Background: an optimization exercise with open tools, aiming at small area, a short achievable clock period and few clock cycles per item. Do not read the settings as production practice. In this exercise RTL edits were held to simulation tests only and were not proved equivalent to the original. Power and IR drop assume default switching activity.

### design/flow/design.v
module proof_emul #(
  parameter int BMAX = 256
) (
  input  logic            clk_i,
  input  logic            arst_ni,
  input  logic            istr_i,
  input  logic [BMAX-1:0] modp_i,
  input  logic [BMAX-1:0] opa_i,
  input  logic [BMAX-1:0] opb_i,
  output logic            busy_o,
  output logic            vlid_o,
  output logic            ierr_o,
  output logic [BMAX-1:0] prod_o
);
  localparam int W  = 261;    
  localparam int WT = 263;    
  localparam int EW = 12;     
  logic [255:0] p_r, a_r;
  logic [257:0] b_r;
  logic [W-1:0] ss_r, sc_r;
  localparam int NS = 4;
  localparam int SW = 9;
  localparam int S_G4 = 0, S_G1 = 1, S_DS1 = 2, S_DS2 = 3, S_DNG = 4,
                 S_QS1 = 5, S_QS2 = 6, S_QNG = 7, S_ROT = 8;
  logic [SW-1:0] sel_n;           
  logic [SW-1:0] sel_q [NS];      
  logic [SW-1:0] sel_c [NS];      
  logic [SW-1:0] sel0;            
  logic       busy_r, vlid_r;
  logic       m_norm, m_loop, m_res, m_rot;
  logic       first_r, cor_r;
  logic [7:0] j_r;                 
  logic [7:0] ka_r;                
  logic [6:0] sh_r;                
  logic [6:0] rc_r;                
  logic [WT-1:0] xs, ys, zd, mp, s1, c1, c1s, s2, c2;
  logic [WT-1:0] pw1, pw2;
  assign pw1 = {3'b0, p_r, 4'b0};
  assign pw2 = {2'b0, p_r, 5'b0};
  logic [WT-1:0] vg4, vg1, vds1, vds2, vdng, vqs1, vqs2, vqng;
  always_comb begin
    for (int i = 0; i < WT; i++) begin
      vg4[i]  = sel_c[i*NS/WT][S_G4];
      vg1[i]  = sel_c[i*NS/WT][S_G1];
      vds1[i] = sel_c[i*NS/WT][S_DS1];
      vds2[i] = sel_c[i*NS/WT][S_DS2];
      vdng[i] = sel_c[i*NS/WT][S_DNG];
      vqs1[i] = sel_c[i*NS/WT][S_QS1];
      vqs2[i] = sel_c[i*NS/WT][S_QS2];
      vqng[i] = sel_c[i*NS/WT][S_QNG];
    end
  end
  always_comb begin
    xs = ({ss_r, 2'b00} & vg4) | ({2'b00, ss_r} & vg1);
    ys = ({sc_r, 2'b00} & vg4) | ({2'b00, sc_r} & vg1);
    xs[0] = xs[0] | vdng[0];
    ys[0] = ys[0] | vqng[0];
    zd = ({7'b0, a_r} & vds1) | ({6'b0, a_r, 1'b0} & vds2);
    zd = zd ^ vdng;
    if (sel_c[0][S_ROT]) zd[5:4] = ss_r[259:258];
    mp = (pw1 & vqs1) | (pw2 & vqs2);
    mp = mp ^ vqng;
    s1  = xs ^ ys ^ zd;
    c1  = (xs & ys) | (xs & zd) | (ys & zd);
    c1s = {c1[WT-2:0], 1'b0};
    s2  = ~(~s1 ^ c1s ^ mp);
    c2  = ~((~s1 & ~c1s) | (~s1 & ~mp) | (~c1s & ~mp));
  end
  always_ff @(posedge clk_i) begin
    ss_r <= s2[W-1:0];
    sc_r <= {c2[W-2:0], 1'b0};
  end
  logic [2:0] nwin;
  logic       nds1, nds2, ndng;
  assign nwin = b_r[255:253];
  assign nds1 = nwin[1] ^ nwin[0];
  assign nds2 = (nwin[2] & ~nwin[1] & ~nwin[0]) | (~nwin[2] & nwin[1] & nwin[0]);
  assign ndng = nwin[2] & ~(nwin[1] & nwin[0]);
  function automatic logic [12:0] ksadd(input logic [12:0] x, input logic [12:0] y);
    logic [12:0] g, p, gn, pn, p0;
    g  = x & y;
    p  = x ^ y;
    p0 = p;
    for (int d = 1; d < 13; d = d * 2) begin
      gn = g;
      pn = p;
      for (int i = d; i < 13; i++) begin
        gn[i] = g[i] | (p[i] & g[i-d]);
        pn[i] = p[i] & p[i-d];
      end
      g = gn;
      p = pn;
    end
    ksadd = p0 ^ {g[11:0], 1'b0};
  endfunction
  logic [EW-1:0] ea, eb, ed;
  logic [EW-1:0] wc_n, we_n, wd_n, wd_r;
  logic [EW-1:0] u1s, u1c, u2s, u2c;
  logic [12:0]   tx, ty;
  logic [12:0]   pe1, pe3, pe3_r, npe1_r, npe3_r;
  logic          ge3, ge1, gem1, gem3, ge3t, gem3t;
  logic          nqs1, nqs2, nqng;
  logic [2:0] w2win;
  logic       w2s1, w2s2, w2ng;
  assign w2win = b_r[253:251];
  assign w2s1  = w2win[1] ^ w2win[0];
  assign w2s2  = (w2win[2] & ~w2win[1] & ~w2win[0]) | (~w2win[2] & w2win[1] & w2win[0]);
  assign w2ng  = w2win[2] & ~(w2win[1] & w2win[0]);
  function automatic logic [EW-1:0] wda(input logic [255:0] a, input logic s1,
                                        input logic s2, input logic n, input int lo);
    logic [EW-1:0] w;
    for (int k = 0; k < EW; k++) begin
      int i;
      i = lo + k;
      w[k] = ((((i <= 255) ? a[i] : 1'b0) & s1) |
              (((i >= 1 && i <= 256) ? a[i-1] : 1'b0) & s2)) ^ n;
    end
    wda = w;
  endfunction
  assign wc_n = wda(a_r, nds1, nds2, ndng, 249);
  assign we_n = wda(a_r, w2s1, w2s2, w2ng, 251);
  assign wd_n = EW'(ksadd(13'(wc_n), 13'(we_n)));
  assign pe1 = {4'b0, p_r[255:247]};
  assign pe3 = ksadd(pe1, {pe1[11:0], 1'b0});
  always_ff @(posedge clk_i) begin
    wd_r   <= wd_n;
    pe3_r  <= pe3;
    npe1_r <= ksadd(~pe1, 13'd1);
    npe3_r <= ksadd(~pe3, 13'd1);
  end
  assign ea  = first_r ? '0 : ss_r[258:247];
  assign eb  = first_r ? '0 : sc_r[258:247];
  assign ed  = mp[260:249];
  always_comb begin
    u1s = ea ^ eb ^ ed;
    u1c = ((ea & eb) | (ea & ed) | (eb & ed)) << 1;
    u2s = u1s ^ u1c ^ wd_r;
    u2c = ((u1s & u1c) | (u1s & wd_r) | (u1c & wd_r)) << 1;
  end
  assign tx = {u2s, 1'b0};
  assign ty = {u2c, 1'b0};
  function automatic logic sgn3(input logic [12:0] x, input logic [12:0] y,
                                input logic [12:0] k);
    logic [12:0] s, c, g, p, gn, pn;
    s = x ^ y ^ k;
    c = ((x & y) | (x & k) | (y & k)) << 1;
    g = s & c;
    p = s ^ c;
    for (int d = 1; d < 13; d = d * 2) begin
      gn = g;
      pn = p;
      for (int i = d; i < 13; i++) begin
        gn[i] = g[i] | (p[i] & g[i-d]);
        pn[i] = p[i] & p[i-d];
      end
      g = gn;
      p = pn;
    end
    sgn3 = s[12] ^ c[12] ^ g[11];
  endfunction
  assign ge3  = ~sgn3(tx, ty, npe3_r);
  assign ge1  = ~sgn3(tx, ty, npe1_r);
  assign gem1 = ~sgn3(tx, ty, pe1);
  assign gem3 = ~sgn3(tx, ty, pe3_r);
  assign ge3t  = ge3 & ge1;
  assign gem3t = gem3 | gem1;
  assign nqs2 = ge3t | ~gem3t;
  assign nqs1 = (ge1 & ~ge3t) | (gem3t & ~gem1);
  assign nqng = ge1;
  always_ff @(posedge clk_i) begin
    if (istr_i) begin
      p_r <= modp_i;
      a_r <= opa_i;
    end else if (m_norm) begin
      p_r <= p_r << 2;
    end
    b_r <= istr_i ? {2'b00, opb_i} : (b_r << 2);
  end
  logic last_step, zero_now, neg_now, norm_done;
  assign last_step = (j_r == 8'd130);
  assign zero_now  = (c2[W-2:0] == '0);
  assign neg_now   = s2[W-1];
  assign norm_done = (p_r[253:252] != 2'b00) || (sh_r == 7'd126);
  assign sel0      = sel_c[0];
  always_comb begin
    sel_n = sel0;
    if (istr_i) begin
      sel_n = '0;
      sel_n[S_DS1] = (modp_i[255] | modp_i[254]) & opb_i[255];
    end else begin
      if (m_norm && norm_done) begin
        sel_n[S_DS1] = nds1;
        sel_n[S_DS2] = nds2;
        sel_n[S_DNG] = ndng;
      end
      if (m_loop) begin
        if (last_step) begin
          sel_n = '0;
          sel_n[S_G1] = 1'b1;
          sel_n[S_QS1] = ~gem1;
        end else begin
          sel_n[S_G4]  = 1'b1;
          sel_n[S_G1]  = 1'b0;
          sel_n[S_DS1] = nds1;
          sel_n[S_DS2] = nds2;
          sel_n[S_DNG] = ndng;
          sel_n[S_QS1] = nqs1 & ~first_r;
          sel_n[S_QS2] = nqs2 & ~first_r;
          sel_n[S_QNG] = nqng & ~first_r;
        end
      end
      if (m_res) begin
        if (sel0[S_QS1]) begin
          sel_n[S_QS1] = 1'b0;
        end else if (zero_now) begin
          if (neg_now && !cor_r) begin
            sel_n[S_QS1] = 1'b1;
          end else if (sh_r != 7'd0) begin
            sel_n[S_G4]  = 1'b1;
            sel_n[S_G1]  = 1'b0;
            sel_n[S_ROT] = 1'b1;
          end
        end
      end
      if (m_rot && rc_r == 7'd0) begin
        sel_n[S_G4]  = 1'b0;
        sel_n[S_G1]  = 1'b1;
        sel_n[S_ROT] = 1'b0;
      end
    end
  end
  for (genvar k = 0; k < NS; k++) begin : g_sel
    localparam logic [SW-1:0] POL = (k % 2 == 1) ? '1 : '0;
    if (k / 2 == 0) begin : g_r0
      always_ff @(posedge clk_i or negedge arst_ni) begin
        if (!arst_ni) sel_q[k] <= POL ^ (SW'(1) << S_G1);
        else          sel_q[k] <= sel_n ^ POL;
      end
    end else begin : g_r1
      always_ff @(posedge clk_i or negedge arst_ni) begin
        if (!arst_ni) sel_q[k] <= ~(POL ^ (SW'(1) << S_G1));
        else          sel_q[k] <= sel_n ^ POL;
      end
    end
    assign sel_c[k] = sel_q[k] ^ POL;
  end
  always_ff @(posedge clk_i or negedge arst_ni) begin
    if (!arst_ni) begin
      busy_r  <= 1'b0;
      vlid_r  <= 1'b0;
      m_norm  <= 1'b0;
      m_loop  <= 1'b0;
      m_res   <= 1'b0;
      m_rot   <= 1'b0;
      first_r <= 1'b0;
      cor_r   <= 1'b0;
      j_r     <= '0;
      ka_r    <= '0;
      sh_r    <= '0;
      rc_r    <= '0;
    end else if (istr_i) begin
      busy_r  <= 1'b1;
      vlid_r  <= 1'b0;
      m_norm  <= ~(modp_i[255] | modp_i[254]);
      m_loop  <= modp_i[255] | modp_i[254];
      m_res   <= 1'b0;
      m_rot   <= 1'b0;
      first_r <= 1'b1;
      cor_r   <= 1'b0;
      j_r     <= '0;
      ka_r    <= '0;
      sh_r    <= '0;
      rc_r    <= '0;
    end else begin
      vlid_r <= 1'b0;
      if (m_norm) begin
        sh_r <= sh_r + 7'd1;
        ka_r <= ka_r + 8'd1;
        if (norm_done) begin
          m_norm <= 1'b0;
          m_loop <= 1'b1;
        end
      end
      if (m_loop) begin
        first_r <= 1'b0;
        j_r     <= j_r + 8'd1;
        ka_r    <= ka_r + 8'd1;
        if (last_step) begin
          m_loop <= 1'b0;
          m_res  <= 1'b1;
          cor_r  <= ~gem1;
        end
      end
      if (m_res) begin
        if (!sel0[S_QS1] && zero_now) begin
          if (neg_now && !cor_r) begin
            cor_r <= 1'b1;
          end else begin
            m_res <= 1'b0;
            if (sh_r == 7'd0) begin
              busy_r <= 1'b0;
              vlid_r <= 1'b1;
            end else begin
              m_rot <= 1'b1;
              rc_r  <= 7'd127 - sh_r;
            end
          end
        end
      end
      if (m_rot) begin
        rc_r <= rc_r - 7'd1;
        if (rc_r == 7'd0) begin
          m_rot  <= 1'b0;
          busy_r <= 1'b0;
          vlid_r <= 1'b1;
        end
      end
    end
  end
  assign busy_o = busy_r;
  assign vlid_o = vlid_r;
  assign prod_o = ss_r[259:4];
  logic       pev_r, aovf_r, bovf_r, adec_r, age_r, bdec_r, bge_r;
  logic [1:0] pp, ap, bp;
  logic       cmp_on;
  assign pp = p_r[8'd255 - {j_r[6:0], 1'b0} -: 2];
  assign ap = ka_r[7] ? 2'b00 : a_r[8'd255 - {ka_r[6:0], 1'b0} -: 2];
  assign bp = b_r[255:254];
  assign cmp_on = m_loop & ~j_r[7];
  always_ff @(posedge clk_i) begin
    if (istr_i) begin
      pev_r  <= ~modp_i[0];
      aovf_r <= 1'b0;
      bovf_r <= 1'b0;
      adec_r <= 1'b0;
      age_r  <= 1'b1;
      bdec_r <= 1'b0;
      bge_r  <= 1'b1;
    end else begin
      if (m_norm) begin
        aovf_r <= aovf_r | (ap != 2'b00);
        bovf_r <= bovf_r | (b_r[257:256] != 2'b00);
      end
      if (m_loop && first_r) bovf_r <= bovf_r | (b_r[257:256] != 2'b00);
      if (cmp_on) begin
        if (!adec_r && (ap != pp)) begin
          adec_r <= 1'b1;
          age_r  <= (ap > pp);
        end
        if (!bdec_r && (bp != pp)) begin
          bdec_r <= 1'b1;
          bge_r  <= (bp > pp);
        end
      end
    end
  end
  logic ierr_r, vlid_n;
  assign vlid_n = ~istr_i & ((m_res & ~sel0[S_QS1] & zero_now & ~(neg_now & ~cor_r) &
                             (sh_r == 7'd0)) | (m_rot & (rc_r == 7'd0)));
  always_ff @(posedge clk_i) begin
    ierr_r <= vlid_n & (pev_r | aovf_r | bovf_r | age_r | bge_r);
  end
  assign ierr_o = ierr_r;
endmodule
### design/flow/standard.sh
#!/bin/bash
# synth_recipe.tcl (not shown) runs the flow's synth.tcl, then flattens the netlist and writes it again
# the make line also repeats each setting of config.mk as NAME=value (left out here)
make -C /OpenROAD-flow-scripts/flow DESIGN_CONFIG=/design/flow/config.mk WORK_HOME=/design/flow/orfs CLKGATE_MAP_FILE= SYNTH_SCRIPT=/design/flow/synth_recipe.tcl "${@:-finish}"
### design/flow/flow/run.sh
#!/bin/bash
# The standard ORFS layout (standard.sh), with two changes to how it is made:
#  - the port buffers are sky130_fd_sc_hd__buf_2 cells (buffer_ports' -buffer_cell);
#  - the flow's own repair_timing steps (after CTS and after global routing) are
#    asked for a larger setup slack margin, so that they size and buffer the
#    design for a shorter period than the constraint's. The SDC is unchanged.
# The full make output goes to make_finish.log; ORFS keeps each step's log under orfs/logs.
set -euo pipefail
export BUFFER_PORTS_ARGS="-buffer_cell sky130_fd_sc_hd__buf_2"
export SETUP_SLACK_MARGIN=12.5
bash standard.sh finish > make_finish.log 2>&1
### design/flow/config.mk
export PLATFORM = sky130hd
export DESIGN_NAME = proof_emul
export DESIGN_NICKNAME = proof_emul
export VERILOG_FILES = /design/flow/design.v
export SDC_FILE = /design/flow/constraint.sdc
export NUM_CORES = 4
export LEC_CHECK = 0
export CAP_MARGIN = 20
export CORE_MARGIN = 2
export CORE_UTILIZATION = 40
export CTS_BUF_LIST = sky130_fd_sc_hd__clkbuf_4 sky130_fd_sc_hd__clkbuf_8 sky130_fd_sc_hd__clkbuf_16
export SLEW_MARGIN = 20
### design/flow/constraint.sdc
create_clock -name core_clock -period 17.5 [get_ports {clk_i}]
set_input_delay 3.5000 -clock core_clock [delete_from_list [all_inputs] [get_ports {clk_i}]]
set_output_delay 3.5000 -clock core_clock [all_outputs]
set_load 0.01 [all_outputs]
==> results.txt, run 1 <==
- Commonest non-fill, non-tap cells in the layout: buf_2, dfxtp_1, inv_1
- WL met1: 107 mm
- Placed cell area: 82200 sq um
- Htree depth: 4
- Worst-path cell chain: buf_8, clkbuf_8, buf_12, buf_8, o21ai_0
- Die Width: 442 um
- Drt first pass iters: 5
- Clock Latency Late Sink: 0.83 ns
- Clk pwr share: 24.5%
- Setup violators final: 0
- Cts hold-fix bufs: 0
- Most common cell after layout, fill and taps aside: buf_2
- Crit-path max cell delay: 0.46 ns
- Overall power: 15.3 mW
- DR vias/cell: 5.70
- Final Wtd Congestion: 0.943
- Sequential share of the synthesized area: 44.0%
- Reg2Reg Depth: 14
- Sequential share of power: 33.1%
- Final Hold Viols: 0
- Largest net degree at the start of global routing: 130
- Hpwl dp: 225 mm
- WS Path Type: in2reg
- Synth area leaders: dfxtp_1, edfxtp_1, fa_1, xnor2_1, mux2_2
- Final worst-path cycle share: 28.4%
- Die area: 196000 sq um
- Main combinational cell family by area after synthesis: adder cells
- Dominant synthesized flop cell: dfxtp_1
- Reg clk slew, reported paths: 0.06 ns
- Congestion Overflow GR: 0
- Mapped Area: 76900 sq um
- Post-Syn Nets: 7754
- Max VDD drop: 0.0955 mV
- Routed WL: 295 mm
- Yosys cell types: 72
- Syn. warnings: 3
- Crit-path leading delay family: buffers and inverters
- Status: timing/DRC/antenna clean
- Gr usage total: 29.1%
- RSZ-0062 raised after global routing: yes
- Nets: 8423
- Final Cell Area: 90400 sq um
- Adder-cell share of the synthesized area: 16.4%
- Fmax achieved: 201 MHz
- Worst Max-Slew Pin Slew: 1.19 ns
- Simple-Gate Fraction of Synth Area: 3.11%
- Crit path time final: 4.97 ns
- Setup TNS: 0 ns
- Root Driver: clkbuf_16
- P&R area growth vs syn: 17.6%
- Met2 WL: 144 mm
- Count of buffer and inverter cells on the critical path: 4
- Met3 Wirelength: 25.2 mm
- CP most frequent cell: buf_8
- P_int: 9.27 mW
- Iter 0 DRT Violations: 5695
- Leak Pwr: 37.1 nW
- Crit end category: register
- Async S/R FF share, synth: 5.02%
- Synth Register Bits: 1415
- Initial core utilization: 40.3%
- PwrDens: 170 nW/um^2
- HP Class: reg2reg
- Max Used Layer: met5
- Synth area leader: dfxtp_1
- Die Span Y: 442 um
- Synth Area in Compound Gates: 12.0%
- Sw Share: 39.6%
- NetSw: 6.07 mW
- Mux share of post-synthesis cell area: 10.0%
- XOR/XNOR share of the synthesized area: 6.80%
- Hold depth: 1
- Clock Tree Buf Depth: 3
- Share of layout cells above drive strength 1: 30.1%
- Filler instances: 17300
- Drt drc: 0
- IO Pins: 1030
- Vias in the first global route: 56600
- CTS buffer count: 165
- # rows: 160
- Relative slew slack: 20.4%
- CTS tree: yes
- Comb power frac: 42.4%
- Yosys top cell area share: 21.6%
- Initial antenna violation count: 91
- Reg-to-reg startpoint: sel_c[2][3]
- Avg WL per Cell: 30.5 um
- Syn avg cell area: 12.2 sq um
- R2r setup slk: 12.58 ns
- Hold EP: b_r[178]
- Antenna viol nets, final: 0
- Global-route wire length before repair: 409 mm
- Core Box Area: 191000 sq um
- Clk_skew: 0.0395 ns
- Hold_sp: b_r[176]
- Mapped Cells: 6324
- Cell count along the critical path: 5
- CP arrival: 5.49 ns
- WP data required: 18.02 ns
- Max-slew violation count: 0
- Crit path from: istr_i
- Clock Sinks: 1415
- Number of flops mapped to enable cells by yosys: 513
- IO Port Bufs: 1029
- Maximum fanout along the worst path: 84
- Post-Route Utilization: 47.4%
- CP startpoint kind: input pin
- Slowest CP cell: clkbuf_8
- RR Endpoint: rc_r[6]
- Max_cap viols: 0
- Total number of vias: 55200
==> Yosys cell counts, drive strengths merged (16+ instances only) <==
master / number
dfxtp: 831
inv: 613
fa: 578
xnor2: 566
edfxtp: 513
o22ai: 491
mux2: 380
buf: 362
clkbuf: 310
a22oi: 286
a22o: 278
nand2: 193
o21ai: 165
mux4: 137
nor2: 88
ha: 81
nor4: 69
dfrtp: 55
a21oi: 42
mux2i: 35
nand4: 28
xor2: 22
nor2b: 18
dfstp: 16
nand3: 16
==> state kept, by name (all words and copies together), names as in the netlist, 7 cells and up <==
signal,count
ka_r,8
wd_r,12
p_r,256
b_r,258
pe3_r,9
sel_c,8
npe3_r,12
sc_r,260
ss_r,261
sel_q,25
rc_r,7
a_r,256
npe1_r,12
sh_r,7
j_r,8
==> per-stage QoR <==
step / cells / worst slack [ns] / hold WS [ns]
final: 9679 / 12.53 / 0.448
after global routing: 9669 / 12.45 / 0.459
after CTS: 9604 / 12.50 / 0.453
after detailed placement: 9259 / 9.76 / 0.440
after global placement: 9259 / 9.90 / 0.435
after floorplan: 6324 / 11.44 / 0.434
==> worst register-to-register path: stages, from the launching register on <==
cell and delay (ns):
dfstp_2 0.65, buf_12 0.25, a22oi_1 0.18, xnor2_1 0.24, fa_1 0.45, fa_1 0.46
nor4_4 0.44, nand4_1 0.26, nor4_4 0.54, nand2_2 0.18, a2111oi_4 0.43, buf_4 0.20
and2_1 0.18, a211oi_1 0.10, a311oi_1 0.27
==> area by class of cell <==
class / instances / area (sq um) / area share (%)
Multi-Input combinational cell: 3625 / 37700 / 41.7
Sequential cell: 1415 / 34000 / 37.6
Timing Repair Buffer: 1171 / 7300 / 8.08
Clock buffer: 230 / 4860 / 5.37
Tap cell: 2511 / 3140 / 3.47
Inverter: 614 / 2320 / 2.56
Clock inverter: 78 / 1070 / 1.18
Antenna cell: 34 / 85.1 / 0.0941
Timing Repair inverter: 1 / 7.51 / 0.00830
==> worst max path at each step <==
stage / end
global placement: p_r[84]
detailed placement: p_r[99]
CTS: rc_r[4]
floorplan: p_r[0]
global route: rc_r[6]
finish: p_r[225]
==> per-layer routing <==
| layer | vias to the layer above | GRT usage (%) |
|---|---|---|
| met5 | - | 0 |
| met1 | 28000 | 34.1 |
| met3 | 662 | 6.67 |
| met2 | 2981 | 49.1 |
| met4 | 48 | 16.3 |
| li1 | 23500 | - |
==> cell families after synthesis <==
family | after synthesis
buf+inv | 1286
xor+xnor | 591
flops | 1415
mux | 552
simple gates | 492
fa+ha+maj | 659
compound gates | 1329
==> what timing repair did <==
action,in CTS,in global routing
gates cloned,4,12
endpoints found under the setup margin,652,278
setup buffers,33,29
pin swaps,5,14
gates resized for setup,178,78
==> power groups by stage <==
| stage | Sequential, mW | Clock (mW) | Combinational (mW) |
|---|---|---|---|
| after floorplan | 4.71 | 0 | 4.33 |
| after global placement | 5.11 | 0 | 5.99 |
| after detailed placement | 5.11 | 0 | 6.14 |
| after CTS | 5.05 | 3.81 | 6.36 |
| after global routing | 5.13 | 3.94 | 7.09 |
| final | 5.08 | 3.76 | 6.51 |
Testbench counts, summed over its fixed seeds: cycles 26,287, items 192.
==> run 2, diff against run 1 <==
--- a/design/flow/flow/run.sh
+++ b/design/flow/flow/run.sh
@@ -2,3 +2,3 @@
 # The standard ORFS layout (standard.sh), with two changes to how it is made:
-#  - the port buffers are sky130_fd_sc_hd__buf_2 cells (buffer_ports' -buffer_cell);
+#  - the port buffers are sky130_fd_sc_hd__buf_1 cells (buffer_ports' -buffer_cell);
 #  - the flow's own repair_timing steps (after CTS and after global routing) are
@@ -8,3 +8,3 @@
 set -euo pipefail
-export BUFFER_PORTS_ARGS="-buffer_cell sky130_fd_sc_hd__buf_2"
+export BUFFER_PORTS_ARGS="-buffer_cell sky130_fd_sc_hd__buf_1"
 export SETUP_SLACK_MARGIN=12.5
==> run 2 against run 1 <==
Still clean on timing, DRC and antenna. Via count increased by 0.41%. Critical endpoint is now prod_o[22]. Largest cell class unchanged. Clock power is 5% lower. Area after synthesis is the same. Final cell count is 0.49% higher. Clock-buffer cell count grew 2. Largest power group unchanged. Design area is 0.83% lower. Critical path depth down 4. Combinational power is essentially flat. Hold slack improved by 0.0059 ns. Critical path type is now reg2out.
==> results.txt, run 2 <==
- Mapped Area: 76900 sq um
- Largest net degree at the start of global routing: 93
- Reg2Reg Depth: 13
- Die Width: 442 um
- Hold_sp: b_r[246]
- Hpwl dp: 222 mm
- Largest reg by FF count: ss_r
- WP data required: 14.00 ns
- Total number of vias: 55400
- Global-route wire length before repair: 409 mm
- Count of buffer and inverter cells on the critical path: 1
- Dominant synthesized flop cell: dfxtp_1
- Max VDD drop: 0.105 mV
- Largest register FFs: 261
- Initial antenna violation count: 84
- Hold depth: 1
- Slowest CP cell: dfxtp_1
- Number of flops mapped to enable cells by yosys: 513
- Sequential share of power: 33.3%
- Iter 0 DRT Violations: 5427
- Hold EP: b_r[248]
- Most common cell after layout, fill and taps aside: buf_1
- CP arrival: 1.49 ns
- Largest registers: ss_r: 261 flops, sc_r: 260 flops, b_r: 258 flops
- Relative slew slack: 20.6%
- CTS tree: yes
- Final Wtd Congestion: 0.944
- # rows: 160
- Crit path from: ss_r[26]
- Synth area leader: dfxtp_1
- CTS buffer count: 161
- Clock Sinks: 1415
- Non-filler cells, final: 9726
- Reg clk slew, reported paths: 0.06 ns
- HP Class: reg2reg
- Yosys cell types: 72
- Setup violators final: 0
- Status: timing/DRC/antenna clean
- CP startpoint kind: register
- Crit end category: output port
- Die area: 196000 sq um
- NetSw: 6.04 mW
- Final Hold Viols: 0
- Die Span Y: 442 um
- Max_cap viols: 0
- Antenna viol nets, final: 0
- Syn avg cell area: 12.2 sq um
- Htree depth: 4
- Max Used Layer: met5
- IO Port Bufs: 1029
- Max-slew violation count: 0
- Sw Share: 39.9%
- P&R area growth vs syn: 16.6%
- Synth area leaders: dfxtp_1, edfxtp_1, fa_1, xnor2_1, mux2_2
- Congestion Overflow GR: 0
- IO Pins: 1030
- Share of layout cells above drive strength 1: 17.8%
- Avg WL per Cell: 30.5 um
- DR vias/cell: 5.70
- Leak Pwr: 34.8 nW
- Mapped Cells: 6324
- Comb power frac: 43.0%
- Yosys top cell area share: 21.6%
- Crit-path leading delay family: flip-flops
- Fmax achieved: 201 MHz
- Syn. warnings: 3
- P_int: 9.11 mW
- Worst Max-Slew Pin Slew: 1.19 ns
- Setup TNS: 0 ns
- Post-Route Utilization: 47.1%
- Reg-to-reg startpoint: sel_q[0][1]
- Filler instances: 17500
- Synth cell count leaders: dfxtp_1, inv_1, fa_1, xnor2_1, edfxtp_1
- Crit-path max cell delay: 0.44 ns
- Root Driver: clkbuf_16
- Clock Tree Buf Depth: 3
- Maximum fanout along the worst path: 3
- Post-Syn Nets: 7754
- PwrDens: 169 nW/um^2
- Gr usage total: 29.0%
- Initial core utilization: 40.3%
- WS Path Type: reg2out
- Sequential share of the synthesized area: 44.0%
- Final worst-path cycle share: 28.5%
- WL met1: 106 mm
- Crit path time final: 4.99 ns
- Vias in the first global route: 56400
- Synth Register Bits: 1415
- Routed WL: 297 mm
- Top-count cell post-synth: dfxtp_1
- RR Endpoint: rc_r[6]
- RSZ-0062 raised after global routing: yes
- Clk pwr share: 23.7%
- Worst-path cell chain: buf_2
- R2r setup slk: 12.52 ns
- Commonest non-fill, non-tap cells in the layout: buf_1, dfxtp_1, inv_1
- Nets: 8461
- Met2 WL: 144 mm
- Async S/R FF share, synth: 5.02%
- Cell count along the critical path: 1
- Clock Latency Late Sink: 0.84 ns
- Drt drc: 0
- DP Cell Count: 9254
- Core Box Area: 191000 sq um
- Clk_skew: 0.0399 ns
- Met3 Wirelength: 26.3 mm
- Drt first pass iters: 6
==> run 2: cell counts after synthesis <==
Identical to the previous run, type by type.
==> run 2: worst max path at each step <==
stage	endpoint	slack, ns
after floorplan	p_r[0]	11.44
after global placement	b_r[195]	9.63
after detailed placement	b_r[235]	9.52
after CTS	prod_o[6]	12.50
after global routing	rc_r[6]	12.44
final	prod_o[22]	12.51
==> run 2: logic make-up after synthesis <==
group / Yosys count / synth area share (%)
AOI/OAI and AO/OA: 1329 / 12.0
xor gates and xnor gates: 591 / 6.80
adders and majority gates: 659 / 16.4
buffers and inverters: 1286 / 7.65
DFF: 1415 / 44.0
muxes: 552 / 10.0
and+or+nand+nor: 492 / 3.11
==> run 2: layout make-up <==
cell class,count,area [sq um],area share (%)
antenna,44,110,0.123
tap,2511,3140,3.50
multi-input combinational,3624,37800,42.1
clock inverter,71,732,0.816
timing repair inverter,2,15.0,0.0167
timing repair buffer,1213,6700,7.47
inverter,614,2330,2.59
sequential,1415,34000,37.9
clock buffer,232,4910,5.48
==> run 2: per-layer routing <==
| metal | up-vias | GRT usage, % |
|---|---|---|
| met4 | 18 | 16.4 |
| met3 | 651 | 6.50 |
| met1 | 28100 | 33.8 |
| met2 | 2971 | 49.4 |
| li1 | 23600 | - |
| met5 | - | 0 |
==> run 2: power by group through the flow <==
stage / logic [mW] / registers (mW) / clock network (mW)
after floorplan: 4.33 / 4.71 / 0
after global placement: 5.90 / 5.08 / 0
after detailed placement: 6.06 / 5.08 / 0
after CTS: 6.36 / 5.02 / 3.64
after global routing: 7.13 / 5.10 / 3.76
final: 6.52 / 5.04 / 3.59
==> run 2: per-stage QoR <==
step                      setup slack [ns]  instance area, sq um  total power, mW  hold slack, ns
after CTS                            12.50                 88400             15.0           0.456
after detailed placement              9.52                 80900             11.1           0.441
after global routing                 12.44                 89600             16.0           0.458
after global placement                9.63                 80900             11.0           0.436
after floorplan                      11.44                 76900             9.03           0.434
final                                12.51                 89700             15.2           0.453
==> run 2: repair_timing <==
item / in CTS / in global routing
hold buffers: 0 / 0
setup endpoints to repair: 846 / 174
pin swaps: 6 / 25
gates resized for setup: 315 / 69
setup buffers: 43 / 57
gates cloned: 11 / 14
==> run 3, diff against run 2 <==
--- a/design/flow/config.mk
+++ b/design/flow/config.mk
@@ -10,3 +10,2 @@
 export CORE_UTILIZATION = 40
-export CTS_BUF_LIST = sky130_fd_sc_hd__clkbuf_4 sky130_fd_sc_hd__clkbuf_8 sky130_fd_sc_hd__clkbuf_16
 export SLEW_MARGIN = 20
==> run 3 against run 2 <==
Non-clock buffer count grew 1. Design area shrank 0.15%. Maximum frequency grew 0.22%. Sequential power is essentially flat. Sequential share of layout area grew 0.058 points. Die area is the same. Register-to-register slack gained 0.06 ns. Largest cell class unchanged. Largest power group unchanged.
==> results.txt, run 3 <==
- Syn avg cell area: 12.2 sq um
- Drt first pass iters: 6
- Nets: 8462
- Non-filler cells, final: 9733
- P&R area growth vs syn: 16.4%
- Gr usage total: 29.0%
- Relative slew slack: 20.0%
- Yosys cell types: 72
- Setup violators final: 0
- Maximum fanout along the worst path: 3
- Max-slew violation count: 0
- Initial antenna violation count: 87
- Setup TNS: 0 ns
- Final Cell Area: 89500 sq um
- Status: timing/DRC/antenna clean
- Max VDD drop: 0.106 mV
- CTS buffer count: 161
- Avg WL per Cell: 30.5 um
- Largest registers: ss_r: 261 flops, sc_r: 260 flops, b_r: 258 flops
- Placed cell area: 80900 sq um
- Die Width: 442 um
- RSZ-0062 raised after global routing: yes
- Antenna viol nets, final: 0
- IO Port Bufs: 1029
- Routed WL: 297 mm
- Dominant synthesized flop cell: dfxtp_1
- Footprint of the multi-input gates: 37700 sq um
- Die Span Y: 442 um
- Async S/R FF share, synth: 5.02%
- Root Driver: clkbuf_16
- IO Pins: 1030
- Congestion Overflow GR: 0
- Synth area leaders: dfxtp_1, edfxtp_1, fa_1, xnor2_1, mux2_2
- Post-Route Utilization: 47.0%
- Post-Syn Nets: 7754
- Count of buffer and inverter cells on the critical path: 1
- Mapped Area: 76900 sq um
- Clock Latency Late Sink: 0.84 ns
- HP Class: reg2reg
- Top-count cell post-synth: dfxtp_1
- Initial core utilization: 40.3%
- Final worst-path cycle share: 28.4%
- WP data required: 14.00 ns
- Worst-path cell chain: buf_2
- Share of layout cells above drive strength 1: 17.3%
- Filler instances: 17600
- Pre-CTS worst setup slack: 9.52 ns
- Clk_skew: 0.0374 ns
- Worst Max-Slew Pin Slew: 1.20 ns
- Hold_sp: b_r[92]
- CP arrival: 1.48 ns
- Commonest non-fill, non-tap cells in the layout: buf_1, dfxtp_1, inv_1
- Final Hold Viols: 0
- Hpwl dp: 222 mm
- DR vias/cell: 5.70
- Drt drc: 0
- Crit-path max cell delay: 0.43 ns
- DP Cell Count: 9254
- Sequential share of the synthesized area: 44.0%
- Min Hold Slack: 0.453 ns
- Synth cell count leaders: dfxtp_1, inv_1, fa_1, xnor2_1, edfxtp_1
- Largest register FFs: 261
- Synth area leader: dfxtp_1
- Overall power: 15.1 mW
- Syn. warnings: 3
- PwrDens: 169 nW/um^2
- Iter 0 DRT Violations: 5447
- Synth Register Bits: 1415
- Crit path from: ss_r[26]
- Leak Pwr: 34.7 nW
- Number of flops mapped to enable cells by yosys: 513
- Mapped Cells: 6324
- Clock Tree Buf Depth: 3
- Largest net degree at the start of global routing: 93
- Crit-path leading delay family: flip-flops
- Most common cell after layout, fill and taps aside: buf_1
- Sequential cell area: 34000 sq um
- Slowest CP cell: dfxtp_1
- # rows: 160
- Cts hold-fix bufs: 0
- Crit end category: output port
- Final Wtd Congestion: 0.944
- Total number of vias: 55500
- Max_cap viols: 0
- WS Path Type: reg2out
- Largest reg by FF count: ss_r
- CP startpoint kind: register
- Worst setup margin: 12.52 ns
- Vias in the first global route: 56400
- Htree depth: 4
- Core Box Area: 191000 sq um
- CTS tree: yes
- Reg-to-reg startpoint: sel_q[0][1]
- Reg clk slew, reported paths: 0.06 ns
- Die area: 196000 sq um
- Crit path time final: 4.98 ns
- Yosys top cell area share: 21.6%
- Clock Sinks: 1415
- Global-route wire length before repair: 409 mm
- Fmax achieved: 201 MHz
run 3: report_power, final:
group / internal [mW] / switching, mW / total [mW]
Sequential: 4.34 / 0.699 / 5.04
Clock: 2.07 / 1.47 / 3.54
Combinational: 2.64 / 3.88 / 6.52
Total: 9.05 / 6.04 / 15.1
run 3: worst paths after layout:
kind,endpoint,slack (ns),cells after the start
setup / recovery,prod_o[22],12.52,1
hold / removal,b_r[94],0.45,1
setup reg to reg,rc_r[6],12.58,13
hold reg to reg,b_r[94],0.45,1
max in group asynchronous,sel_q[0][0],13.71,2
min in group asynchronous,sh_r[5],2.66,1
run 3: logic make-up after synthesis:
kind of cell | count (synthesis) | share of synthesized area (%)
adders and majority gates | 659 | 16.4
AOI/OAI and AO/OA | 1329 | 12.0
muxes | 552 | 10.0
xor gates and xnor gates | 591 | 6.80
buffers and inverters | 1286 | 7.65
DFF | 1415 | 44.0
and+or+nand+nor | 492 | 3.11
run 3: timing repair:
item,in CTS,in global routing
setup endpoints to repair,845,179
buffers inserted,43,58
pin swaps,6,24
resized for setup,315,62
gates cloned,11,14
run 3: cell type report:
type                       instances  share of cell area (%)
antenna                           50                   0.140
clock buffer                     232                    5.35
clock inverter                    71                   0.817
inverter                         614                    2.60
multi-input combinational       3624                    42.1
sequential                      1415                    37.9
tap                             2511                    3.51
timing repair buffer            1214                    7.50
timing repair inverter             2                  0.0168
run 3: per-layer routing:
metal / up-vias / GRT usage, % / wire [um] / share of wire, %
met4: 16 / 16.3 / 19600 / 6.6
met3: 674 / 6.48 / 25700 / 8.6
li1: 23600 / - / - / -
met2: 3037 / 49.4 / 145000 / 49
met1: 28100 / 33.8 / 107000 / 36
met5: - / 0 / 119 / 0.040
==> run 4, diff against run 3 <==
--- a/design/flow/config.mk
+++ b/design/flow/config.mk
@@ -10,2 +10,4 @@
 export CORE_UTILIZATION = 40
+export CTS_CLUSTER_DIAMETER = 80
+export CTS_CLUSTER_SIZE = 30
 export SLEW_MARGIN = 20
==> run 4 against run 3 <==
First-iteration DRC count decreased by 4.0%. Flip-flop and latch count unchanged. Maximum frequency shrank 0.15%. Register-to-register slack about the same. Combinational power shrank 0.9%. Final cell count is 1.4% lower. Core utilization is 1.1 points lower. Die area is the same. Wire length fell by 1.4%. Worst setup slack worse by 0.0073 ns. Critical endpoint unchanged. Highest routed layer unchanged.
==> results.txt, run 4 <==
- Syn. warnings: 3
- Maximum fanout along the worst path: 3
- Yosys cell types: 72
- # rows: 160
- Hold depth: 1
- Share of layout cells above drive strength 1: 16.0%
- Antenna viol nets, final: 0
- Crit-path max cell delay: 0.46 ns
- Crit path time final: 4.98 ns
- Reg clk slew, reported paths: 0.09 ns
- Hold EP: b_r[248]
- Most common cell after layout, fill and taps aside: buf_1
- PwrDens: 163 nW/um^2
- Placed cell area: 80900 sq um
- Async S/R FF share, synth: 5.02%
- Largest registers: ss_r: 261 flops, sc_r: 260 flops, b_r: 258 flops
- Max VDD drop: 0.108 mV
- Total number of vias: 54800
- Mapped Area: 76900 sq um
- Worst-path cell chain: buf_2
- Congestion Overflow GR: 0
- Synth cell count leaders: dfxtp_1, inv_1, fa_1, xnor2_1, edfxtp_1
- Htree depth: 3
- Number of flops mapped to enable cells by yosys: 513
- Max-slew violation count: 0
- Clock Tree Buf Depth: 3
- Relative slew slack: 22.0%
- Drt drc: 0
- Final worst-path cycle share: 28.5%
- Dominant synthesized flop cell: dfxtp_1
- Avg WL per Cell: 30.5 um
- Clk_skew: 0.0490 ns
- Final Cell Area: 87400 sq um
- Die area: 196000 sq um
- WS Path Type: reg2out
- Synth Register Bits: 1415
- Die Span Y: 442 um
- Initial core utilization: 40.3%
- Crit end category: output port
- Clock Latency Late Sink: 0.81 ns
- IO Pins: 1030
- Cts hold-fix bufs: 0
- Reg-to-reg startpoint: p_r[253]
- Sequential share of the synthesized area: 44.0%
- Hpwl dp: 222 mm
- CTS buffer count: 101
- WP data required: 14.00 ns
- RR Endpoint: sel_q[3][5]
- IO Port Bufs: 1029
- Routed WL: 293 mm
- Post-Route Utilization: 45.9%
- Clock Sinks: 1415
- Slowest CP cell: dfxtp_1
- Final Hold Viols: 0
- R2r setup slk: 12.58 ns
- RSZ-0062 raised after global routing: no
- Commonest non-fill, non-tap cells in the layout: buf_1, dfxtp_1, inv_1
- Min Hold Slack: 0.457 ns
- Mapped Cells: 6324
- Setup TNS: 0 ns
- Largest net degree at the start of global routing: 93
- Max_cap viols: 0
- Top-count cell post-synth: dfxtp_1
- Max Used Layer: met5
- Final Wtd Congestion: 0.944
- CP arrival: 1.48 ns
- CP startpoint kind: register
- Drt first pass iters: 6
- Synth area leader: dfxtp_1
- Die Width: 442 um
- Setup violators final: 0
- Reg2Reg Depth: 15
- Overall power: 14.2 mW
- P&R area growth vs syn: 13.7%
- Global-route wire length before repair: 405 mm
- Iter 0 DRT Violations: 5230
- Vias in the first global route: 55500
- Nets: 8384
- Largest register FFs: 261
- Largest reg by FF count: ss_r
- Syn avg cell area: 12.2 sq um
- Met3 Wirelength: 22.6 mm
- Met2 WL: 145 mm
- Gr usage total: 28.7%
- Synth area leaders: dfxtp_1, edfxtp_1, fa_1, xnor2_1, mux2_2
- Crit-path leading delay family: flip-flops
- HP Class: reg2reg
- Count of buffer and inverter cells on the critical path: 1
- Post-Syn Nets: 7754
- Core Box Area: 191000 sq um
- Hold_sp: b_r[246]
- WL met1: 107 mm
- CTS tree: yes
- Worst Max-Slew Pin Slew: 1.17 ns
- DR vias/cell: 5.71
- Root Driver: clkbuf_16
- Initial antenna violation count: 77
- Leak Pwr: 33.6 nW
- Yosys top cell area share: 21.6%
- Fmax achieved: 201 MHz
- Status: timing/DRC/antenna clean
-- run 4: logic make-up after synthesis --
kind of cell               share of synthesized area, %
buffers and inverters                              7.65
and+or+nand+nor                                    3.11
adders and majority gates                          16.4
muxes                                              10.0
xor gates and xnor gates                           6.80
AOI/OAI and AO/OA                                  12.0
DFF                                                44.0
-- run 4: through the flow --
| stage | setup WS, ns | std cells |
|---|---|---|
| 6_report | 12.52 | 9598 |
| 5_1_grt | 12.48 | 9587 |
| 4_1_cts | 12.50 | 9496 |
| 3_5_place_dp | 9.52 | 9254 |
| 3_3_place_gp | 9.63 | 9254 |
| 2_1_floorplan | 11.44 | 6324 |
-- run 4: cell type report --
class                           instances  area [sq um]
Tap cell                             2511          3140
Multi-Input combinational cell       3623         37700
Clock inverter                         85          1140
Inverter                              614          2320
Timing Repair inverter                  2          15.0
Sequential cell                      1415         34000
Antenna cell                           44           110
Fill cell                           17800        103000
Clock buffer                          107          2610
Timing Repair Buffer                 1197          6430
-- run 4: layer usage --
metal	vias up	GRT usage [%]
met5	-	0
met4	4	14.4
li1	23400	-
met3	568	5.61
met2	2837	49.6
met1	27900	33.9
-- run 4: worst register-to-register path, stage by stage (launching register included) --
cell       delay, ns
edfxtp_1        0.50
inv_4           0.17
o22ai_1         0.11
xor2_1          0.19
fa_1            0.50
inv_1           0.05
fa_2            0.62
fa_1            0.46
ha_1            0.32
a2111oi_0       0.38
o21ai_0         0.18
o22ai_2         0.31
xnor2_1         0.16
o32ai_1         0.34
nor4b_2         0.10
or3_1           0.40
-- run 4: how the worst max path moves through the flow --
stage,cells after the start,to,startpoint
floorplan,3,p_r[0],istr_i
global placement,6,b_r[195],istr_i
detailed placement,6,b_r[235],istr_i
CTS,1,prod_o[17],ss_r[21]
global route,17,sel_q[3][5],sel_q[3][5]
finish,1,prod_o[22],ss_r[26]
-- run 4: power breakdown --
group	switching [mW]	internal, mW	leakage (nW)
combinational	3.85	2.61	18.9
sequential	0.699	4.33	12.9
clock	1.51	1.21	1.82
total	6.06	8.15	33.6
-- run 4: timing repair --
action,in CTS,in global routing
pin swaps,4,24
cloned,8,10
gates resized for setup,268,65
endpoints found under the setup margin,833,192
setup buffers,42,48
==> run 5, diff against run 4 <==
--- a/design/flow/config.mk
+++ b/design/flow/config.mk
@@ -10,4 +10,5 @@
 export CORE_UTILIZATION = 40
-export CTS_CLUSTER_DIAMETER = 80
-export CTS_CLUSTER_SIZE = 30
+export CTS_CLUSTER_DIAMETER = 100
+export CTS_CLUSTER_SIZE = 24
+export PLACE_DENSITY = 0.75
 export SLEW_MARGIN = 20
==> run 5 against run 4 <==
Still clean on timing, DRC and antenna. Core utilization fell by 0.82 points. Area after synthesis did not move. Wire length rose by 2.8%.
==> results.txt, run 5 <==
- Status: timing/DRC/antenna clean
- Max VDD drop: 0.102 mV
- Largest register FFs: 261
- Met1 GRT Util: 32.5%
- Max_cap viols: 0
- Setup violators final: 0
- Crit path time final: 4.98 ns
- Syn avg cell area: 12.2 sq um
- Sequential share of power: 36.7%
- WS Path Type: reg2out
- DR vias/cell: 5.85
- Largest registers: ss_r: 261 flops, sc_r: 260 flops, b_r: 258 flops
- CTS buffer count: 76
- Final Hold Viols: 0
- CTS tree: yes
- Initial core utilization: 40.3%
- PwrDens: 160 nW/um^2
- Clk pwr share: 15.5%
- DP Cell Count: 9254
- Iter 0 DRT Violations: 6370
- Filler instances: 17600
- Hpwl dp: 231 mm
- Slowest CP cell: dfxtp_1
- Drt first pass iters: 7
- Async S/R FF share, synth: 5.02%
- IO Port Bufs: 1029
- Htree depth: 3
- P_int: 7.85 mW
- Final Cell Area: 85900 sq um
- Worst-path cell chain: buf_2
- Yosys cell types: 72
- Largest net degree at the start of global routing: 155
- Clock Tree Buf Depth: 3
- Crit-path max cell delay: 0.44 ns
- Mapped Cells: 6324
- Die Width: 442 um
- Core Box Area: 191000 sq um
- Reg clk slew, reported paths: 0.11 ns
- Nets: 8337
- RSZ-0062 raised after global routing: no
- Synth cell count leaders: dfxtp_1, inv_1, fa_1, xnor2_1, edfxtp_1
- Post-Syn Nets: 7754
- Avg WL per Cell: 31.6 um
- Synth Register Bits: 1415
- Maximum fanout along the worst path: 3
- Clock Sinks: 1415
- Most common cell after layout, fill and taps aside: buf_1
- Sequential share of the synthesized area: 44.0%
- NetSw: 5.88 mW
- CP arrival: 1.48 ns
- Setup TNS: 0 ns
- Synth area leaders: dfxtp_1, edfxtp_1, fa_1, xnor2_1, mux2_2
- Mapped Area: 76900 sq um
- Worst Max-Slew Pin Slew: 1.09 ns
- Clk_skew: 0.0431 ns
- Initial antenna violation count: 91
- IO Pins: 1030
- Crit end category: output port
- Dominant synthesized flop cell: dfxtp_1
- Relative slew slack: 27.4%
- Comb power frac: 47.8%
- Syn. warnings: 3
- Clock Latency Late Sink: 0.78 ns
- WP data required: 14.00 ns
- Leak Pwr: 32.7 nW
- Grt peak-use layer: met2
- Routed WL: 301 mm
- P&R area growth vs syn: 11.6%
- # rows: 160
- Largest reg by FF count: ss_r
- Cts hold-fix bufs: 0
- Placed cell area: 80900 sq um
- Final worst-path cycle share: 28.5%
- Count of buffer and inverter cells on the critical path: 1
- HP Class: reg2reg
- Commonest non-fill, non-tap cells in the layout: buf_1, dfxtp_1, inv_1
- Global-route wire length before repair: 413 mm
- Synth area leader: dfxtp_1
- Share of layout cells above drive strength 1: 14.2%
- Crit-path leading delay family: flip-flops
- M2 GR Usage: 48.9%
- Antenna viol nets, final: 0
- Drt drc: 0
- Vias in the first global route: 56400
- Root Driver: clkbuf_16
- Yosys top cell area share: 21.6%
- CP startpoint kind: register
- Max-slew violation count: 0
- Total number of vias: 55700
- Sw Share: 42.9%
- Non-filler cells, final: 9520
- Final Wtd Congestion: 0.973
- Gr usage total: 29.4%
- Met3 Resource Use GR: 7.33%
- Number of flops mapped to enable cells by yosys: 513
- Congestion Overflow GR: 0
- Top-count cell post-synth: dfxtp_1
- Die area: 196000 sq um
- Die Span Y: 442 um
- Fmax achieved: 201 MHz
run 5: cell type report:
type	instances	area, sq um	area share, %
Antenna cell	44	110	0.128
Clock buffer	108	2070	2.42
Clock inverter	28	347	0.404
Inverter	614	2320	2.70
Multi-Input combinational cell	3623	37700	43.9
Sequential cell	1415	34000	39.5
Tap cell	2511	3140	3.66
Timing Repair Buffer	1175	6180	7.19
Timing Repair inverter	2	15.0	0.0175
run 5: path summary, 6_finish.rpt:
path	start	end	slack [ns]	cells after the start
max	ss_r[26]	prod_o[22]	12.52	1
min	b_r[4]	b_r[6]	0.45	1
max reg2reg	sel_c[2][2]	rc_r[4]	12.60	14
min reg2reg	b_r[4]	b_r[6]	0.45	1
max in group asynchronous	arst_ni	first_r	13.89	1
min in group asynchronous	arst_ni	rc_r[0]	2.89	1
run 5: cell families (layout without fill, tap and decap cells):
logic type	count (synthesis)	count (layout)	synth area share, %
flip-flops	1415	1415	44.0
AO/OA/AOI/OAI	1329	1329	12.0
buffers and inverters	1286	1927	7.65
adder cells (fa/ha/maj)	659	659	16.4
XOR/XNOR	591	591	6.80
multiplexers	552	552	10.0
AND/OR/NAND/NOR	492	492	3.11
other	0	44	0
run 5: timing repair:
item / 4_1_cts / 5_1_grt
setup endpoints to repair: 717 / 325
cloned: 2 / 9
pin swaps: 8 / 13
buffers inserted: 37 / 38
gates resized for setup: 242 / 70
run 5: power groups by stage:
| stage | Sequential [mW] | Clock [mW] | Combinational, mW |
|---|---|---|---|
| finish | 5.05 | 2.12 | 6.56 |
| global route | 5.10 | 2.25 | 7.13 |
| floorplan | 4.71 | 0 | 4.33 |
| CTS | 5.02 | 2.15 | 6.37 |
| global placement | 5.09 | 0 | 5.93 |
| detailed placement | 5.10 | 0 | 6.10 |
run 5: stage by stage:
step	power [mW]	worst slack, ns	hold slack, ns	util (%)
after floorplan	9.03	11.44	0.434	-
after global placement	11.0	10.65	0.435	42.5
after detailed placement	11.2	10.56	0.441	42.5
after CTS	13.5	12.50	0.458	44.5
after global routing	14.5	12.46	0.469	45.0
final	13.7	12.52	0.448	45.0
run 5: layer usage:
layer  vias to the layer above  part of all wire, %
met3                       841                  9.6
met5                         -                0.046
met1                     28100                   34
met2                      3464                   48
li1                      23300                    -
met4                        22                  9.1
==> run 6, diff against run 5 <==
--- a/design/flow/config.mk
+++ b/design/flow/config.mk
@@ -12,3 +12,2 @@
 export CTS_CLUSTER_SIZE = 24
-export PLACE_DENSITY = 0.75
 export SLEW_MARGIN = 20
==> run 6 against run 5 <==
Still clean on timing, DRC and antenna. Maximum frequency about the same. Hold slack better by 0.0048 ns. Register-to-register slack worse by 0.03 ns. Wire length down 3.1%. Design area up 0.32%. Largest cell class unchanged.
==> results.txt, run 6 <==
- Setup TNS: 0 ns
- Reg2Reg Depth: 14
- Total number of vias: 54700
- CTS tree: yes
- Clock Tree Buf Depth: 3
- Max_cap viols: 0
- Syn. warnings: 3
- Share of layout cells above drive strength 1: 14.4%
- DR vias/cell: 5.73
- CP arrival: 1.49 ns
- Maximum fanout along the worst path: 3
- Cell count along the critical path: 1
- Drt drc: 0
- Crit-path max cell delay: 0.42 ns
- Min Hold Slack: 0.453 ns
- Synth Register Bits: 1415
- WS Path Type: reg2out
- M2 GR Usage: 49.2%
- Crit end category: output port
- Syn avg cell area: 12.2 sq um
- Die Span Y: 442 um
- Sequential share of the synthesized area: 44.0%
- Mapped Cells: 6324
- Largest registers: ss_r: 261 flops, sc_r: 260 flops, b_r: 258 flops
- DP Cell Count: 9254
- Congestion Overflow GR: 0
- Clk pwr share: 15.9%
- Setup violators final: 0
- Reg-to-reg startpoint: sel_q[0][1]
- Critical Path End: prod_o[18]
- Max VDD drop: 0.115 mV
- Count of buffer and inverter cells on the critical path: 1
- Die area: 196000 sq um
- Final Wtd Congestion: 0.944
- Avg WL per Cell: 30.5 um
- P&R area growth vs syn: 12.0%
- Gr usage total: 28.7%
- Worst Max-Slew Pin Slew: 1.17 ns
- Worst setup margin: 12.51 ns
- Hpwl dp: 222 mm
- Fmax achieved: 200 MHz
- Sequential cell area: 33900 sq um
- Comb power frac: 47.3%
- R2r setup slk: 12.57 ns
- Filler instances: 17900
- Grt peak-use layer: met2
- RSZ-0062 raised after global routing: no
- RR Endpoint: rc_r[6]
- Leak Pwr: 32.8 nW
- Sw Share: 42.4%
- # rows: 160
- Top-count cell post-synth: dfxtp_1
- PwrDens: 158 nW/um^2
- HP Class: reg2reg
- Root Driver: clkbuf_16
- Vias in the first global route: 55200
- Most common cell after layout, fill and taps aside: buf_1
- Reg clk slew, reported paths: 0.10 ns
- Met1 GRT Util: 34.1%
- Largest net degree at the start of global routing: 93
- Clk_skew: 0.0359 ns
- Largest reg by FF count: ss_r
- Crit path time final: 4.99 ns
- Footprint of the multi-input gates: 37700 sq um
- Cts hold-fix bufs: 0
- Clock Sinks: 1415
- Max-slew violation count: 0
- Synth area leader: dfxtp_1
- Non-filler cells, final: 9548
- P_int: 7.85 mW
- WP data required: 14.00 ns
- Global-route wire length before repair: 405 mm
- Yosys cell types: 72
- Die Width: 442 um
- CP startpoint kind: register
- Number of flops mapped to enable cells by yosys: 513
- Crit path from: ss_r[22]
- Relative slew slack: 21.9%
- Initial core utilization: 40.3%
- Async S/R FF share, synth: 5.02%
- IO Port Bufs: 1029
- Synth area leaders: dfxtp_1, edfxtp_1, fa_1, xnor2_1, mux2_2
- Yosys top cell area share: 21.6%
- Overall power: 13.6 mW
- Nets: 8356
- Routed WL: 291 mm
- Synth cell count leaders: dfxtp_1, inv_1, fa_1, xnor2_1, edfxtp_1
- Worst-path cell chain: buf_1
- Antenna viol nets, final: 0
- Commonest non-fill, non-tap cells in the layout: buf_1, dfxtp_1, inv_1
- Post-Syn Nets: 7754
- Crit-path leading delay family: flip-flops
- Pre-CTS worst setup slack: 9.52 ns
- Drt first pass iters: 6
- Iter 0 DRT Violations: 5451
- Htree depth: 3
- Core Box Area: 191000 sq um
- Clock Latency Late Sink: 0.76 ns
- NetSw: 5.78 mW
- Sequential share of power: 36.8%
- IO Pins: 1030
- Initial antenna violation count: 82
- CTS buffer count: 77
- Status: timing/DRC/antenna clean
- Final Hold Viols: 0
- Slowest CP cell: dfxtp_1
- Final worst-path cycle share: 28.5%
- Dominant synthesized flop cell: dfxtp_1
- Mapped Area: 76900 sq um
- Met3 Resource Use GR: 5.50%
- Largest register FFs: 261
-- run 6: changes by cell type in the layout (fill, tap and decap cells not counted), moves of 8 or more --
cell,delta
buf_1,+19
buf_12,-10
inv_6,+8
buf_4,+14
buf_2,-12
fa_2,+10
fa_1,-10
-- run 6: cell families (layout without fill, tap and decap cells) --
kind of cell	Yosys count	count (layout)	share of synthesized area [%]
AO/OA/AOI/OAI	1329	1329	12.0
XOR/XNOR	591	591	6.80
adder cells (fa/ha/maj)	659	659	16.4
buffers and inverters	1286	1952	7.65
flip-flops	1415	1415	44.0
multiplexers	552	552	10.0
other	0	46	0
AND/OR/NAND/NOR	492	493	3.11
-- run 6: through the flow --
step	instance area, sq um	utilization [%]
floorplan	76900	-
global placement	80900	42.5
detailed placement	80900	42.5
CTS	85200	44.7
global route	86100	45.2
finish	86100	45.2
-- run 6: routing by layer --
metal	share of wire, %	up-vias
met3	7.9	620
met1	36	27800
met5	0.050	-
met4	6.2	22
met2	49	2927
li1	-	23300
-- run 6: cell type report --
cell class | count | area share (%)
multi-input combinational | 3624 | 43.8
antenna | 46 | 0.134
clock buffer | 120 | 2.56
sequential | 1415 | 39.4
timing repair buffer | 1192 | 7.38
clock inverter | 24 | 0.362
tap | 2511 | 3.65
timing repair inverter | 2 | 0.0174
inverter | 614 | 2.70
-- run 6: power by group through the flow --
stage | Combinational, mW | Sequential [mW] | Clock [mW]
final | 6.44 | 5.02 | 2.17
after global routing | 7.06 | 5.08 | 2.30
after CTS | 6.33 | 5.00 | 2.19
after detailed placement | 6.06 | 5.08 | 0
after global placement | 5.90 | 5.08 | 0
after floorplan | 4.33 | 4.71 | 0
-- run 6: worst min path at each step --
stage / cells past startpoint / from / slack [ns] / endpoint
floorplan: 1 / b_r[0] / 0.43 / b_r[2]
global placement: 1 / b_r[93] / 0.44 / b_r[95]
detailed placement: 1 / b_r[117] / 0.44 / b_r[119]
CTS: 1 / b_r[113] / 0.46 / b_r[115]
global route: 1 / b_r[197] / 0.47 / b_r[199]
finish: 1 / b_r[182] / 0.45 / b_r[184]
-- run 6: what timing repair did --
item,CTS,global route
endpoints found under the setup margin,830,197
buffers inserted,46,41
pin swaps,7,20
resized for setup,227,62
cloned,9,8

## port drivers added, routing unchanged
The flow's constraints put no driver on any port. The routed layouts listed below were extracted and timed again, unchanged, in two steps.
Step 1 sets driving cells, clkbuf_16 on the clock port and buf_2 on the other inputs (assumed; they add their load-dependent delay and slew).
Step 2 adds t to the input delays and takes it off the output delays; t is the mean of the earliest and latest rising clock arrival at the registers after step 1. Input paths then give back, and output paths get back, about the clock's delay inside the block.
a / b / c = ideal / step 1 / step 2; a / b = the first two.
run | t, ns | slack for setup (ns) | pins driven straight from the clock port
run 1 | 0.907 | 12.532 / 12.442 / 11.670 | 1
run 2 | 0.923 | 12.514 / 12.414 / 11.681 | 1
run 3 | 0.915 | 12.525 / 12.428 / 11.696 | 1
run 4 | 0.876 | 12.517 / 12.426 / 11.733 | 1
run 5 | 0.850 | 12.517 / 12.426 / 11.738 | 1
run 6 | 0.839 | 12.512 / 12.415 / 11.768 | 1
After both steps every run listed still meets setup and hold. The setup slack of run 1, which loses most, moves by -0.090 ns with the drivers and by -0.862 ns with both steps.
